This design comes from an exercise in tuning for small area on the open sky130 flow, not from production work. In this exercise RTL edits were held to simulation tests only and were not proved equivalent to the original.

Setup of S:
==> module prach_hb1_sched, before the edit <==
module prach_hb1_sched #(
  parameter int NUM_CHANNEL = 16,
  parameter int CHN_WIDTH   = 8
) (
  input  logic                  clk,
  input  logic                  rst,
  input  logic signed [15:0]    din_dq,
  input  logic                  din_dv,
  input  logic [CHN_WIDTH-1:0]  din_chn,
  input  logic                  sync_in,
  input  logic                  clr_sticky,
  output logic signed [15:0]    dout_dp1,
  output logic signed [15:0]    dout_dp2,
  output logic                  dout_dv,
  output logic [CHN_WIDTH-1:0]  dout_chn,
  output logic                  sync_out,
  output logic                  underrun,
  output logic                  overrun,
  output logic [15:0]           underrun_cnt,
  output logic [15:0]           overrun_cnt
);
  localparam int N = 16;    
  logic [3:0]         slot_r;
  logic               first_frame_r;
  logic [N-1:0]       phase_r;      
  logic [N-1:0]       pending_r;    
  logic [N-1:0][15:0] stage_r;      
  logic [N-1:0][15:0] p1_r;
  logic [N-1:0][15:0] p2_r;
  logic [15:0]        dout_dp1_r;   
  logic [15:0]        dout_dp2_r;
  logic               dout_dv_r;
  logic [3:0]         dout_chn_r;
  logic               sync_out_r;
  logic               underrun_r;
  logic               overrun_r;
  logic               issue_s, underrun_ev_s, overrun_ev_s, din_ok_s;
  logic [3:0]         slot_nxt_s, wpos_s;
  logic [N-1:0]       hit_s, src_ph_s, src_pd_s, comp_s, stw_s;
  assign issue_s       = !sync_in && pending_r[0];
  assign underrun_ev_s = !sync_in && !pending_r[0] && !first_frame_r;
  assign slot_nxt_s    = sync_in ? 4'd0 : slot_r + 4'd1;
  assign din_ok_s      = din_dv && (din_chn[CHN_WIDTH-1:4] == '0);
  assign wpos_s        = din_chn[3:0] - slot_nxt_s;
  always_comb begin
    for (int k = 0; k < N; k++) begin
      src_ph_s[k] = phase_r[(k + 1) % N];
      src_pd_s[k] = (k == N - 1) ? 1'b0 : pending_r[(k + 1) % N];
      hit_s[k]    = din_ok_s && (wpos_s == 4'(k));
      comp_s[k]   = hit_s[k] && !sync_in && src_ph_s[k];
      stw_s[k]    = hit_s[k] && (sync_in || !src_ph_s[k]);
    end
  end
  assign overrun_ev_s = |(comp_s & src_pd_s);
  always_ff @(posedge clk or posedge rst) begin
    if (rst) begin
      slot_r        <= '0;
      first_frame_r <= 1'b1;
      phase_r       <= '0;
      pending_r     <= '0;
    end else begin
      slot_r        <= slot_nxt_s;
      if (sync_in)
        first_frame_r <= 1'b1;
      else if (slot_r == 4'd15)
        first_frame_r <= 1'b0;
      for (int k = 0; k < N; k++) begin
        phase_r[k]   <= hit_s[k] ^ (src_ph_s[k] && !sync_in);
        pending_r[k] <= !sync_in && (comp_s[k] || src_pd_s[k]);
      end
    end
  end
  logic [15:0]  din_n_s;
  logic [N-1:0] stw_n_s, comp_n_s;
  logic [N-1:0][15:0] stage_d, p1_d, p2_d;
  assign din_n_s  = ~din_dq;
  assign stw_n_s  = ~stw_s;
  assign comp_n_s = ~comp_s;
  for (genvar gk = 0; gk < N; gk++) begin : g_pos
    localparam int NX = (gk + 1) % N;    
    localparam bit EV = (gk % 2 == 0);   
    for (genvar gb = 0; gb < 16; gb++) begin : g_bit
      prach_hb1_sched_oai22 u_st (
        .a(stage_r[NX][gb]), .a_blk(stw_s[gk]),
        .b(EV ? din_n_s[gb] : din_dq[gb]), .b_blk(stw_n_s[gk]),
        .y(stage_d[gk][gb]));
      prach_hb1_sched_oai22 u_p1 (
        .a(p1_r[NX][gb]), .a_blk(comp_s[gk]),
        .b(EV ? din_n_s[gb] : din_dq[gb]), .b_blk(comp_n_s[gk]),
        .y(p1_d[gk][gb]));
      prach_hb1_sched_oai22 u_p2 (
        .a(p2_r[NX][gb]), .a_blk(comp_s[gk]),
        .b(stage_r[NX][gb]), .b_blk(comp_n_s[gk]),
        .y(p2_d[gk][gb]));
    end
  end
  always_ff @(posedge clk) begin
    for (int k = 0; k < N; k++) begin
      stage_r[k] <= stage_d[k];
      p1_r[k]    <= p1_d[k];
      p2_r[k]    <= p2_d[k];
    end
    dout_dp1_r <= p1_r[0];
    dout_dp2_r <= p2_r[0];
  end
  always_ff @(posedge clk or posedge rst) begin
    if (rst) begin
      dout_dv_r  <= 1'b0;
      dout_chn_r <= '0;
      sync_out_r <= 1'b0;
    end else begin
      dout_dv_r  <= issue_s;
      dout_chn_r <= slot_r;
      sync_out_r <= (slot_r == 4'd0);
    end
  end
  always_ff @(posedge clk or posedge rst) begin
    if (rst) begin
      underrun_r <= 1'b0;
      overrun_r  <= 1'b0;
    end else begin
      underrun_r <= underrun_ev_s | (underrun_r & ~clr_sticky);
      overrun_r  <= overrun_ev_s  | (overrun_r  & ~clr_sticky);
    end
  end
  assign dout_dp1 = dout_dv_r ? dout_dp1_r : 16'd0;
  assign dout_dp2 = dout_dv_r ? dout_dp2_r : 16'd0;
  assign dout_dv  = dout_dv_r;
  assign dout_chn = CHN_WIDTH'(dout_chn_r);
  assign sync_out = sync_out_r;
  assign underrun = underrun_r;
  assign overrun  = overrun_r;
  logic [15:0] underrun_cnt_r;
  logic [15:0] overrun_cnt_r;
  function automatic logic [15:0] sat_inc(input logic [15:0] v);
    sat_inc = (v == 16'hFFFF) ? v : (v + 16'd1);
  endfunction
  always_ff @(posedge clk or posedge rst) begin
    if (rst) begin
      underrun_cnt_r <= 16'd0;
      overrun_cnt_r  <= 16'd0;
    end else if (clr_sticky) begin
      underrun_cnt_r <= {15'd0, underrun_ev_s};
      overrun_cnt_r  <= {15'd0, overrun_ev_s};
    end else begin
      if (underrun_ev_s) begin
        underrun_cnt_r <= sat_inc(underrun_cnt_r);
      end
      if (overrun_ev_s) begin
        overrun_cnt_r <= sat_inc(overrun_cnt_r);
      end
    end
  end
  assign underrun_cnt = underrun_cnt_r;
  assign overrun_cnt  = overrun_cnt_r;
endmodule
clock: 5.0 ns
lec_check: 0
cap_margin: 20
core_margin: 2
core_utilization: 40
slew_margin: 20
synth_hierarchical: 1
synth_minimum_keep_size: 0
run.sh (not shown) runs the stock make flow with config.mk's settings and CLKGATE_MAP_FILE= SYNTH_SCRIPT=/design/flow/synth_recipe.tcl, a recipe that flattens the netlist after the stock synthesis.
Here is what was changed in the inputs of R compared with S.
diff --git a/flow/design.v b/flow/design.v
--- a/flow/design.v
+++ b/flow/design.v
@@ -29,5 +29,5 @@
   logic [N-1:0][15:0] p2_r;
   logic [15:0]        dout_dp1_r;   
-  logic [15:0]        dout_dp2_r;
+  logic               defer_r;      
   logic               dout_dv_r;
   logic [3:0]         dout_chn_r;
@@ -72,9 +72,16 @@
   end
   logic [15:0]  din_n_s;
-  logic [N-1:0] stw_n_s, comp_n_s;
+  logic [N-1:0] stw_n_s, ld2_s, ld2_n_s;
   logic [N-1:0][15:0] stage_d, p1_d, p2_d;
   assign din_n_s  = ~din_dq;
   assign stw_n_s  = ~stw_s;
-  assign comp_n_s = ~comp_s;
+  always_comb begin
+    for (int k = 0; k < N; k++) begin
+      if (k == N - 1)      ld2_s[k] = 1'b0;
+      else if (k == N - 2) ld2_s[k] = comp_s[k] || defer_r;
+      else                 ld2_s[k] = comp_s[k];
+    end
+  end
+  assign ld2_n_s = ~ld2_s;
   for (genvar gk = 0; gk < N; gk++) begin : g_pos
     localparam int NX = (gk + 1) % N;    
@@ -87,9 +94,9 @@
       prach_hb1_sched_oai22 u_p1 (
         .a(p1_r[NX][gb]), .a_blk(comp_s[gk]),
-        .b(EV ? din_n_s[gb] : din_dq[gb]), .b_blk(comp_n_s[gk]),
+        .b(EV ? din_n_s[gb] : din_dq[gb]), .b_blk(!comp_s[gk]),
         .y(p1_d[gk][gb]));
       prach_hb1_sched_oai22 u_p2 (
-        .a(p2_r[NX][gb]), .a_blk(comp_s[gk]),
-        .b(stage_r[NX][gb]), .b_blk(comp_n_s[gk]),
+        .a(p2_r[NX][gb]), .a_blk(ld2_s[gk]),
+        .b(stage_r[NX][gb]), .b_blk(ld2_n_s[gk]),
         .y(p2_d[gk][gb]));
     end
@@ -102,5 +109,5 @@
     end
     dout_dp1_r <= p1_r[0];
-    dout_dp2_r <= p2_r[0];
+    defer_r    <= comp_s[N-1];
   end
   always_ff @(posedge clk or posedge rst) begin
@@ -125,5 +132,5 @@
   end
   assign dout_dp1 = dout_dv_r ? dout_dp1_r : 16'd0;
-  assign dout_dp2 = dout_dv_r ? dout_dp2_r : 16'd0;
+  assign dout_dp2 = dout_dv_r ? ~p2_r[N-1] : 16'd0;
   assign dout_dv  = dout_dv_r;
   assign dout_chn = CHN_WIDTH'(dout_chn_r);
Results
- Going from S to R, via count of the first global-routing pass shrank by a few percent.
- Diff R and S: worst setup slack lower in R
- A cell with the largest stage delay on the worst path of ha_1 is what S shows, while fa_1 belongs to R.
- Sum of buffers and inverters on the critical path: R lower than S
- The die of R is smaller than the one used in S.
- R and S ended up with nearly the same number of standard cells in the layout, taps in and fillers out.

## afterwards: timing with drivers on the ports
How much do the figures lean on ideal ports? The routed layouts below were timed once more, with nothing changed but the port constraints.
Step 1 (the two cells are an assumption about what drives the block):
set clk [get_ports {clk}]
set_driving_cell -lib_cell sky130_fd_sc_hd__clkbuf_16 $clk
set_driving_cell -lib_cell sky130_fd_sc_hd__buf_2 [delete_from_list [all_inputs] $clk]
Step 2 adds t to the input delays and takes it off the output delays; t is the mean of the earliest and latest rising clock arrival at the registers after step 1. Input paths then give back, and output paths get back, about the clock's delay inside the block.
Three values: ideal ports, drivers, drivers and shift; two values: the first two.
| run | t (ns) | slack for setup (ns) | latest minus earliest clock arrival (ns) | slew at the worst register clock pin (ns) |
|---|---|---|---|---|
| S | 0.683 | 1.024 / 1.063 / 0.380 | 0.037 / 0.038 | 0.07 / 0.07 |
| R | 0.674 | 0.963 / 0.991 / 0.316 | 0.034 / 0.035 | 0.07 / 0.07 |
After both steps every run listed still meets setup and hold. For R, which loses most, drivers alone change the setup slack by +0.028 ns; drivers and shift together by -0.647 ns.
